What follows belongs to an exercise in optimizing a design on an open flow for small area, a short achievable clock period and few clock cycles; a production flow would make more cautious choices.
The RTL was checked by simulation tests, not by an equivalence proof against the original design.

==> flow/design.v <==
package dpb_pkg;
  localparam int COORD_BITS_DEF     = 12;
  localparam int SUBSAMPLE_STEP_DEF = 2;
  localparam int QUEUE_DEPTH_DEF    = 4;
  localparam int ADDR_W = 5;
  localparam int DATA_W = 32;
  typedef enum logic [2:0] {
    REG_IMAGE_WIDTH     = 3'd0,
    REG_IMAGE_HEIGHT    = 3'd1,
    REG_INV_DEPTH_SCALE = 3'd2,
    REG_CENTER_X        = 3'd3,
    REG_CENTER_Y        = 3'd4,
    REG_INV_FOCAL_X     = 3'd5,
    REG_INV_FOCAL_Y     = 3'd6
  } reg_idx_t;
  typedef struct packed {
    logic [12:0] image_width;
    logic [12:0] image_height;
    logic [23:0] inv_depth_scale;
    logic [15:0] center_x;
    logic [15:0] center_y;
    logic [23:0] inv_focal_x;
    logic [23:0] inv_focal_y;
  } cfg_t;
  localparam cfg_t CFG_RESET = {
    13'd640,
    13'd480,
    24'd16777,
    16'd5208,
    16'd4056,
    24'd32389,
    24'd32326
  };
  typedef struct packed {
    logic [15:0] depth_value;
    logic [7:0]  blue;
    logic [7:0]  green;
    logic [7:0]  red;
  } pixel_t;
  typedef struct packed {
    logic signed [23:0] point_x;
    logic signed [23:0] point_y;
    logic [23:0]        point_z;
    logic [7:0]         out_blue;
    logic [7:0]         out_green;
    logic [7:0]         out_red;
  } point_t;
  function automatic int entry_width(int coord_bits);
    entry_width = 40 + 2 * coord_bits;
  endfunction
endpackage
module dpb_regs
(
  input  logic              clk,
  input  logic              rst,
  input  logic              psel,
  input  logic              penable,
  input  logic              pwrite,
  input  logic [dpb_pkg::ADDR_W-1:0] paddr,
  input  logic [dpb_pkg::DATA_W-1:0] pwdata,
  output logic [dpb_pkg::DATA_W-1:0] prdata,
  output logic              pready,
  output dpb_pkg::cfg_t              cfg
);
  logic       wr;
  logic [2:0] idx;
  assign pready = 1'b1;
  assign wr     = psel && penable && pwrite;
  assign idx    = paddr[dpb_pkg::ADDR_W-1:2];
  always_ff @(posedge clk) begin
    if (rst) begin
      cfg <= dpb_pkg::CFG_RESET;
    end else if (wr) begin
      case (idx)
        dpb_pkg::REG_IMAGE_WIDTH:     cfg.image_width     <= pwdata[12:0];
        dpb_pkg::REG_IMAGE_HEIGHT:    cfg.image_height    <= pwdata[12:0];
        dpb_pkg::REG_INV_DEPTH_SCALE: cfg.inv_depth_scale <= pwdata[23:0];
        dpb_pkg::REG_CENTER_X:        cfg.center_x        <= pwdata[15:0];
        dpb_pkg::REG_CENTER_Y:        cfg.center_y        <= pwdata[15:0];
        dpb_pkg::REG_INV_FOCAL_X:     cfg.inv_focal_x     <= pwdata[23:0];
        dpb_pkg::REG_INV_FOCAL_Y:     cfg.inv_focal_y     <= pwdata[23:0];
        default: ;
      endcase
    end
  end
  always_comb begin
    case (idx)
      dpb_pkg::REG_IMAGE_WIDTH:     prdata = dpb_pkg::DATA_W'(cfg.image_width);
      dpb_pkg::REG_IMAGE_HEIGHT:    prdata = dpb_pkg::DATA_W'(cfg.image_height);
      dpb_pkg::REG_INV_DEPTH_SCALE: prdata = dpb_pkg::DATA_W'(cfg.inv_depth_scale);
      dpb_pkg::REG_CENTER_X:        prdata = dpb_pkg::DATA_W'(cfg.center_x);
      dpb_pkg::REG_CENTER_Y:        prdata = dpb_pkg::DATA_W'(cfg.center_y);
      dpb_pkg::REG_INV_FOCAL_X:     prdata = dpb_pkg::DATA_W'(cfg.inv_focal_x);
      dpb_pkg::REG_INV_FOCAL_Y:     prdata = dpb_pkg::DATA_W'(cfg.inv_focal_y);
      default:             prdata = '0;
    endcase
  end
endmodule
module dpb_front
#(
  parameter int COORD_BITS     = dpb_pkg::COORD_BITS_DEF,
  parameter int SUBSAMPLE_STEP = dpb_pkg::SUBSAMPLE_STEP_DEF,
  parameter int ENT_W          = dpb_pkg::entry_width(COORD_BITS)
) (
  input  logic             clk,
  input  logic             rst,
  input  dpb_pkg::cfg_t             cfg,
  input  logic             pixel_valid,
  output logic             pixel_ready,
  input  dpb_pkg::pixel_t           pixel,
  input  logic             q_full,
  output logic             push,
  output logic [ENT_W-1:0] push_data
);
  localparam int CMP_W = (COORD_BITS + 1 > 13) ? COORD_BITS + 1 : 13;
  localparam int PH_W  = (SUBSAMPLE_STEP > 1) ? $clog2(SUBSAMPLE_STEP) : 1;
  localparam logic [PH_W-1:0] PH_LAST = PH_W'(SUBSAMPLE_STEP - 1);
  logic [COORD_BITS-1:0] col;
  logic [COORD_BITS-1:0] row;
  logic [PH_W-1:0]       col_ph;
  logic [PH_W-1:0]       row_ph;
  logic                  col_last;
  logic                  row_last;
  logic                  accept;
  logic                  keep;
  assign pixel_ready = !q_full;
  assign accept      = pixel_valid && pixel_ready;
  assign col_last = (CMP_W'(col) + CMP_W'(1) >= CMP_W'(cfg.image_width)) || (&col);
  assign row_last = (CMP_W'(row) + CMP_W'(1) >= CMP_W'(cfg.image_height)) || (&row);
  always_ff @(posedge clk) begin
    if (rst) begin
      col    <= '0;
      row    <= '0;
      col_ph <= '0;
      row_ph <= '0;
    end else if (accept) begin
      if (col_last) begin
        col    <= '0;
        col_ph <= '0;
        if (row_last) begin
          row    <= '0;
          row_ph <= '0;
        end else begin
          row    <= row + 1'b1;
          row_ph <= (row_ph == PH_LAST) ? '0 : row_ph + 1'b1;
        end
      end else begin
        col    <= col + 1'b1;
        col_ph <= (col_ph == PH_LAST) ? '0 : col_ph + 1'b1;
      end
    end
  end
  assign keep      = (col_ph == '0) && (row_ph == '0) && (pixel.depth_value != '0);
  assign push      = accept && keep;
  assign push_data = {row, col, pixel.red, pixel.green, pixel.blue, pixel.depth_value};
endmodule
module dpb_queue
#(
  parameter int WIDTH = dpb_pkg::entry_width(dpb_pkg::COORD_BITS_DEF),
  parameter int DEPTH = dpb_pkg::QUEUE_DEPTH_DEF
) (
  input  logic             clk,
  input  logic             rst,
  input  logic             push,
  input  logic [WIDTH-1:0] push_data,
  input  logic             pop,
  output logic [WIDTH-1:0] pop_data,
  output logic             full,
  output logic             empty
);
  localparam int PTR_W = (DEPTH > 1) ? $clog2(DEPTH) : 1;
  localparam int CNT_W = $clog2(DEPTH + 1);
  localparam logic [PTR_W-1:0] PTR_LAST = PTR_W'(DEPTH - 1);
  logic [WIDTH-1:0] slot [DEPTH];
  logic [PTR_W-1:0] wr_ptr;
  logic [PTR_W-1:0] rd_ptr;
  logic [CNT_W-1:0] count;
  assign full     = (count == CNT_W'(DEPTH));
  assign empty    = (count == '0);
  assign pop_data = slot[rd_ptr];
  always_ff @(posedge clk) begin
    if (push) begin
      slot[wr_ptr] <= push_data;
    end
  end
  always_ff @(posedge clk) begin
    if (rst) begin
      wr_ptr <= '0;
      rd_ptr <= '0;
      count  <= '0;
    end else begin
      if (push) begin
        wr_ptr <= (wr_ptr == PTR_LAST) ? '0 : wr_ptr + 1'b1;
      end
      if (pop) begin
        rd_ptr <= (rd_ptr == PTR_LAST) ? '0 : rd_ptr + 1'b1;
      end
      if (push && !pop) begin
        count <= count + 1'b1;
      end else if (pop && !push) begin
        count <= count - 1'b1;
      end
    end
  end
endmodule
module dpb_back
#(
  parameter int COORD_BITS = dpb_pkg::COORD_BITS_DEF,
  parameter int ENT_W      = dpb_pkg::entry_width(COORD_BITS)
) (
  input  logic             clk,
  input  logic             rst,
  input  dpb_pkg::cfg_t             cfg,
  input  logic             q_empty,
  input  logic [ENT_W-1:0] q_data,
  output logic             pop,
  output logic             point_valid,
  input  logic             point_ready,
  output dpb_pkg::point_t           point
);
  localparam int D_W = ((COORD_BITS + 4 > 16) ? COORD_BITS + 4 : 16) + 1;
  localparam int P_W = D_W + 25;    
  localparam int T_W = P_W - 4;     
  localparam int H_W = T_W - 20;    
  localparam int S_W = D_W + 47;    
  localparam int R_W = S_W - 24;    
  logic advance;
  logic v1, v2, v3, v4, v5;
  logic [15:0]           e_depth;
  logic [23:0]           e_color;
  logic [COORD_BITS-1:0] e_col;
  logic [COORD_BITS-1:0] e_row;
  logic [39:0]            pz1;
  logic signed [D_W-1:0]  dx1, dy1, dx2, dy2;
  logic [23:0]            c1, c2, c3, c4, c5;
  logic [23:0]            z2, z3, z4, z5;
  logic [23:0]            z_sat;
  logic signed [P_W-1:0]  px3, py3;
  logic signed [T_W-1:0]  tx, ty;
  logic signed [H_W+24:0] phx4, phy4;
  logic [43:0]            plx4, ply4;
  logic signed [S_W-1:0]  sx5, sy5;
  assign {e_row, e_col, e_color, e_depth} = q_data;
  assign advance = !point_valid || point_ready;
  assign pop     = advance && !q_empty;
  function automatic logic [23:0] sat24(input logic [R_W-1:0] r);
    logic fits;
    fits = (&r[R_W-1:23]) || !(|r[R_W-1:23]);
    if (fits) begin
      sat24 = r[23:0];
    end else if (r[R_W-1]) begin
      sat24 = 24'h800000;
    end else begin
      sat24 = 24'h7FFFFF;
    end
  endfunction
  assign z_sat = (|pz1[39:32]) ? 24'hFFFFFF : pz1[31:8];
  assign tx    = px3[P_W-1:4];
  assign ty    = py3[P_W-1:4];
  always_ff @(posedge clk) begin
    if (rst) begin
      v1          <= 1'b0;
      v2          <= 1'b0;
      v3          <= 1'b0;
      v4          <= 1'b0;
      v5          <= 1'b0;
      point_valid <= 1'b0;
    end else if (advance) begin
      v1          <= pop;
      v2          <= v1;
      v3          <= v2;
      v4          <= v3;
      v5          <= v4;
      point_valid <= v5;
    end
  end
  always_ff @(posedge clk) begin
    if (advance) begin
      pz1 <= 40'(e_depth) * 40'(cfg.inv_depth_scale);
      dx1 <= $signed(D_W'({e_col, 4'b0000})) - $signed(D_W'(cfg.center_x));
      dy1 <= $signed(D_W'({e_row, 4'b0000})) - $signed(D_W'(cfg.center_y));
      c1  <= e_color;
      z2  <= z_sat;
      dx2 <= dx1;
      dy2 <= dy1;
      c2  <= c1;
      px3 <= dx2 * $signed({1'b0, z2});
      py3 <= dy2 * $signed({1'b0, z2});
      z3  <= z2;
      c3  <= c2;
      phx4 <= $signed(tx[T_W-1:20]) * $signed({1'b0, cfg.inv_focal_x});
      phy4 <= $signed(ty[T_W-1:20]) * $signed({1'b0, cfg.inv_focal_y});
      plx4 <= 44'(tx[19:0]) * 44'(cfg.inv_focal_x);
      ply4 <= 44'(ty[19:0]) * 44'(cfg.inv_focal_y);
      z4   <= z3;
      c4   <= c3;
      sx5 <= (S_W'(phx4) <<< 20) + $signed(S_W'(plx4));
      sy5 <= (S_W'(phy4) <<< 20) + $signed(S_W'(ply4));
      z5  <= z4;
      c5  <= c4;
      point.point_x   <= sat24(sx5[S_W-1:24]);
      point.point_y   <= sat24(sy5[S_W-1:24]);
      point.point_z   <= z5;
      point.out_red   <= c5[23:16];
      point.out_green <= c5[15:8];
      point.out_blue  <= c5[7:0];
    end
  end
endmodule
module depth_pixel_backprojection
#(
  parameter int COORD_BITS     = dpb_pkg::COORD_BITS_DEF,
  parameter int SUBSAMPLE_STEP = dpb_pkg::SUBSAMPLE_STEP_DEF,
  parameter int QUEUE_DEPTH    = dpb_pkg::QUEUE_DEPTH_DEF
) (
  input  logic              clk,
  input  logic              rst,
  input  logic              psel,
  input  logic              penable,
  input  logic              pwrite,
  input  logic [dpb_pkg::ADDR_W-1:0] paddr,
  input  logic [dpb_pkg::DATA_W-1:0] pwdata,
  output logic [dpb_pkg::DATA_W-1:0] prdata,
  output logic              pready,
  input  logic              pixel_valid,
  output logic              pixel_ready,
  input  logic [39:0]       pixel,
  output logic              point_valid,
  input  logic              point_ready,
  output logic [95:0]       point
);
  localparam int ENT_W = dpb_pkg::entry_width(COORD_BITS);
  dpb_pkg::cfg_t             cfg;
  logic             q_push;
  logic [ENT_W-1:0] q_push_data;
  logic             q_pop;
  logic [ENT_W-1:0] q_pop_data;
  logic             q_full;
  logic             q_empty;
  dpb_regs u_regs (
    .clk     (clk),
    .rst     (rst),
    .psel    (psel),
    .penable (penable),
    .pwrite  (pwrite),
    .paddr   (paddr),
    .pwdata  (pwdata),
    .prdata  (prdata),
    .pready  (pready),
    .cfg     (cfg)
  );
  dpb_front #(
    .COORD_BITS     (COORD_BITS),
    .SUBSAMPLE_STEP (SUBSAMPLE_STEP),
    .ENT_W          (ENT_W)
  ) u_front (
    .clk         (clk),
    .rst         (rst),
    .cfg         (cfg),
    .pixel_valid (pixel_valid),
    .pixel_ready (pixel_ready),
    .pixel       (pixel),
    .q_full      (q_full),
    .push        (q_push),
    .push_data   (q_push_data)
  );
  dpb_queue #(
    .WIDTH (ENT_W),
    .DEPTH (QUEUE_DEPTH)
  ) u_queue (
    .clk       (clk),
    .rst       (rst),
    .push      (q_push),
    .push_data (q_push_data),
    .pop       (q_pop),
    .pop_data  (q_pop_data),
    .full      (q_full),
    .empty     (q_empty)
  );
  dpb_back #(
    .COORD_BITS (COORD_BITS),
    .ENT_W      (ENT_W)
  ) u_back (
    .clk         (clk),
    .rst         (rst),
    .cfg         (cfg),
    .q_empty     (q_empty),
    .q_data      (q_pop_data),
    .pop         (q_pop),
    .point_valid (point_valid),
    .point_ready (point_ready),
    .point       (point)
  );
endmodule
==> flow/run.sh <==
#!/bin/bash
# synth_recipe.tcl (not shown) runs the flow's synth.tcl, then flattens the netlist and writes it again
# the make line also repeats each setting of config.mk as NAME=value (left out here)
make -C /OpenROAD-flow-scripts/flow DESIGN_CONFIG=/design/flow/config.mk WORK_HOME=/design/flow/orfs CLKGATE_MAP_FILE= SYNTH_SCRIPT=/design/flow/synth_recipe.tcl finish
==> flow/config.mk <==
export PLATFORM = sky130hd
export DESIGN_NAME = depth_pixel_backprojection
export DESIGN_NICKNAME = depth_pixel_backprojection
export VERILOG_FILES = /design/flow/design.v
export SDC_FILE = /design/flow/constraint.sdc
export NUM_CORES = 4
export LEC_CHECK = 0
export CAP_MARGIN = 20
export CORE_MARGIN = 2
export CORE_UTILIZATION = 40
export SLEW_MARGIN = 20
==> flow/constraint.sdc <==
create_clock -name core_clock -period 10.0 [get_ports {clk}]
set_input_delay 2.0000 -clock core_clock [delete_from_list [all_inputs] [get_ports {clk}]]
set_output_delay 2.0000 -clock core_clock [all_outputs]
set_load 0.01 [all_outputs]
==> metrics.md <==
| Metric | Value |
|---|---|
| Synth Flop Type | edfxtp_1 |
| Synth area leader | fa_1 |
| Clock Tree Buf Depth | 4 |
| Total CTS buffers | 138 |
| Vias/cell | 5.02 |
| Setup bufs post-CTS | 0 |
| DRT antenna net count | 0 |
| Cells after Synth | around 14,000 |
| Drt first-iter violations | 5,827 |
| Most instantiated cells after synthesis | inv_1, fa_1, nand2_1, and2_1, ha_1 |
| Dpl hpwl | 269,000 um |
| Register area | 32,200 um2 |
| Syn_area_per_cell | 10.1 um2 |
| Final setup viols | 0 |
| WL final | 356,000 um |
| Fin nets | 17,200 |
| Most used cell, CP | fa_1 |
| Most used routing layer | met2 |
| Global-route usage over all layers | 20.7% |
| Syn. warnings | 4 |
| Critical path required time | between 10 and 15 ns |
| H-tree levels | 4 |
| Number of remaining DRC errors | 0 |
| Chip Height | 592 um |
| Filler cells | 33,300 |
| Initial Util | between 40 and 50% |
| DR vias | 91,900 |
| IO Pins | 215 |
| Yosys top cell area share | between 30% and 40% |
| Met2 GRT Util | 34.6% |
| Clk_skew | 0.0927 ns |
| Met1 usage in global routing | 27.6% |
| Clock latency (worst-skew pair) | 0.86 ns |
| Global-route wire length before repair | 561,000 um |
| Drt pass-1 iters | 6 |
| Die Footprint | 351,000 um2 |
| Crit. End Element | register |
| CP max FO | 24 |
| Layout area overhead | 8.34% |
| Clock tree root buffer cell | clkbuf_16 |
| MaxCap Viol Count | 0 |
| Die width | 592 um |
| GR Overflow Total | 0 |
| Hold slack | roughly 0.4 ns |
| RSZ-0062 raised after global routing | false |
| Number of clock sinks | 1,129 |
| Most frequent cell after synthesis | inv_1 |
| Status | no timing/DRC/antenna violations |
| Top cells by area, synth | fa_1, edfxtp_1, ha_1 |
| Initial antenna violation count | 30 |
| Post-synthesis sequential area ratio | 23.2% |
| DR WL/cell | 19.4 um |
| CP Class | register to register |
| Final core utilization | 43.4% |
| Rel. slew slack | 18.0% |
| Share of layout cells above drive strength 1 | 4.40% |
| Data arrival, critical path | between 9 and 10 ns |
| Largest net degree at the start of global routing | between 150 and 200 |
| F_max | 115 MHz |
| Port Buffer Count | between 150 and 200 |
| Final hold violation count | 0 |
| Post-Syn Area | between 100,000 and 150,000 um2 |
| TritonCTS clock tree | yes |
| Max-slew violations | 0 |
| Fin crit share | ~87% |
| CTS Hold Buffers Added | 0 |
| Final worst path period need | just under 9 ns |
| Post-synth EDFFs | approximately 960 |
| CP max stage cell | edfxtp_1 |
| Core area | 345,000 um2 |
| CP peak stage delay | 1.03 ns |
| Yosys reg bits | 1,129 |
| Vias in the first global route | 96,700 |
| Worst hold path type | register to register |
| Area occupied by multi-input gates | roughly 93,000 um2 |
| Ys async rst share | 0% |
| Row cnt | 216 |
| Crit start category | register |
| CTS resizes | 0 |
| RePlAce Congestion | 0.870 |
| Measured slew at the worst slew-check pin | 1.23 ns |
| Clock transition at path regs | 0.07 ns |
| Final TNS setup | 0 ns |
| M3 GR Usage | 3.26% |
| Synth unique cells | 89 |
-- area by class of cell --
class	instances	share of cell area [%]
multi-input cells	8985	61.9
flip-flops and latches	1129	21.5
inverters	2924	7.32
well taps	4578	3.82
repair buffers	412	2.48
clock buffers	158	2.39
clock inverters	86	0.551
diodes	22	0.0367
-- stage by stage --
step                      setup WS (ns)  instance area (um2)  instances
after global placement             1.26               145000      18000
after floorplan                   -4.31               139000      13700
after global routing              0.984               150000      18300
final                              1.31               150000      18300
after detailed placement           1.31               145000      18000
after CTS                          1.25               150000      18300
-- registers in the layout, indices dropped and copies added, names as in the netlist, 32 cells and up, named ones only --
name,flops
u_back.px3,38
u_back.py3,38
u_queue.slot,256
u_back.sy5,40
u_back.phx4,43
u_back.point,96
u_back.phy4,43
u_back.pz1,32
u_back.sx5,40
u_regs.cfg,130
-- critical path, delay by kind of cell (launching register included) --
family / cells / cell delay, ns
AO/OA/AOI/OAI: 11 / 3.14
adder cells (fa/ha/maj): 8 / 3.70
AND/OR/NAND/NOR: 2 / 0.37
buffers and inverters: 4 / 0.19
flip-flops: 1 / 1.03
-- final timing paths --
| check | depth (start not counted) | end | startpoint | slack (ns) |
|---|---|---|---|---|
| setup / recovery | 25 | u_back.plx4[38] | u_back.px3[8] | 1.31 |
| hold / removal | 0 | u_back.c4[7] | u_back.c3[7] | 0.40 |
| setup reg to reg | 25 | u_back.plx4[38] | u_back.px3[8] | 1.31 |
| hold reg to reg | 0 | u_back.c4[7] | u_back.c3[7] | 0.40 |
-- cell usage in the layout, fill, tap and decap left out, drive strengths merged, types with 96 or more instances in the layout --
| cell | instances |
|---|---|
| a21o | 177 |
| a21oi | 336 |
| and2 | 1157 |
| buf | 221 |
| clkbuf | 158 |
| clkdlybuf4s50 | 191 |
| dfxtp | 171 |
| edfxtp | 958 |
| fa | 2450 |
| ha | 1087 |
| inv | 2938 |
| nand2 | 2148 |
| nand2b | 96 |
| nor2 | 265 |
| o21ai | 154 |
| xnor2 | 225 |
| xor2 | 103 |
-- cells by family (layout without fill, tap and decap cells) --
| group | Yosys count | in the layout | synth area share [%] |
|---|---|---|---|
| buffers and inverters | 3580 | 3580 | 9.73 |
| adders and majority gates | 3537 | 3537 | 45.2 |
| muxes | 101 | 101 | 1.34 |
| other | 2 | 31 | 0.00542 |
| DFF | 1129 | 1129 | 23.2 |
| AOI/OAI and AO/OA | 936 | 936 | 4.36 |
| and+or+nand+nor | 4074 | 4074 | 14.0 |
| xor gates and xnor gates | 328 | 328 | 2.07 |
-- layer usage --
metal	wire [um]	vias to the layer above	part of all wire, %
met2	169000	2574	48
met3	23500	491	6.6
met4	12000	2	3.4
met5	16	-	0.0045
met1	151000	47400	42
li1	-	41400	-
Testbench counts, summed over its fixed seeds: cycles 46,763.

afterwards: timing with drivers on the ports:
The flow's constraints put no driver on any port. The routed layout listed below was extracted and timed again, unchanged, in two steps. Step 1 sets driving cells, clkbuf_16 on the clock port and buf_2 on the other inputs (assumed; they add their load-dependent delay and slew). Step 2 moves the port delays by t, midway between the first and last clock arrival at a register: inputs arrive t later, outputs are due t later. That takes back most of the time a late clock gives input paths. Three values: ideal, step 1, step 2; two values: the first two.
t, ns: 0.922
slack for setup (ns): 1.312 / 1.312 / 1.312
worst setup path at the end: register to register
clock arrival spread, ns: 0.097 / 0.097
worst register clock-pin slew, ns: 0.07 / 0.07
After both steps this run still meets setup and hold. The setup slack of this run moves by 0.000 ns with the drivers and by 0.000 ns with both steps.
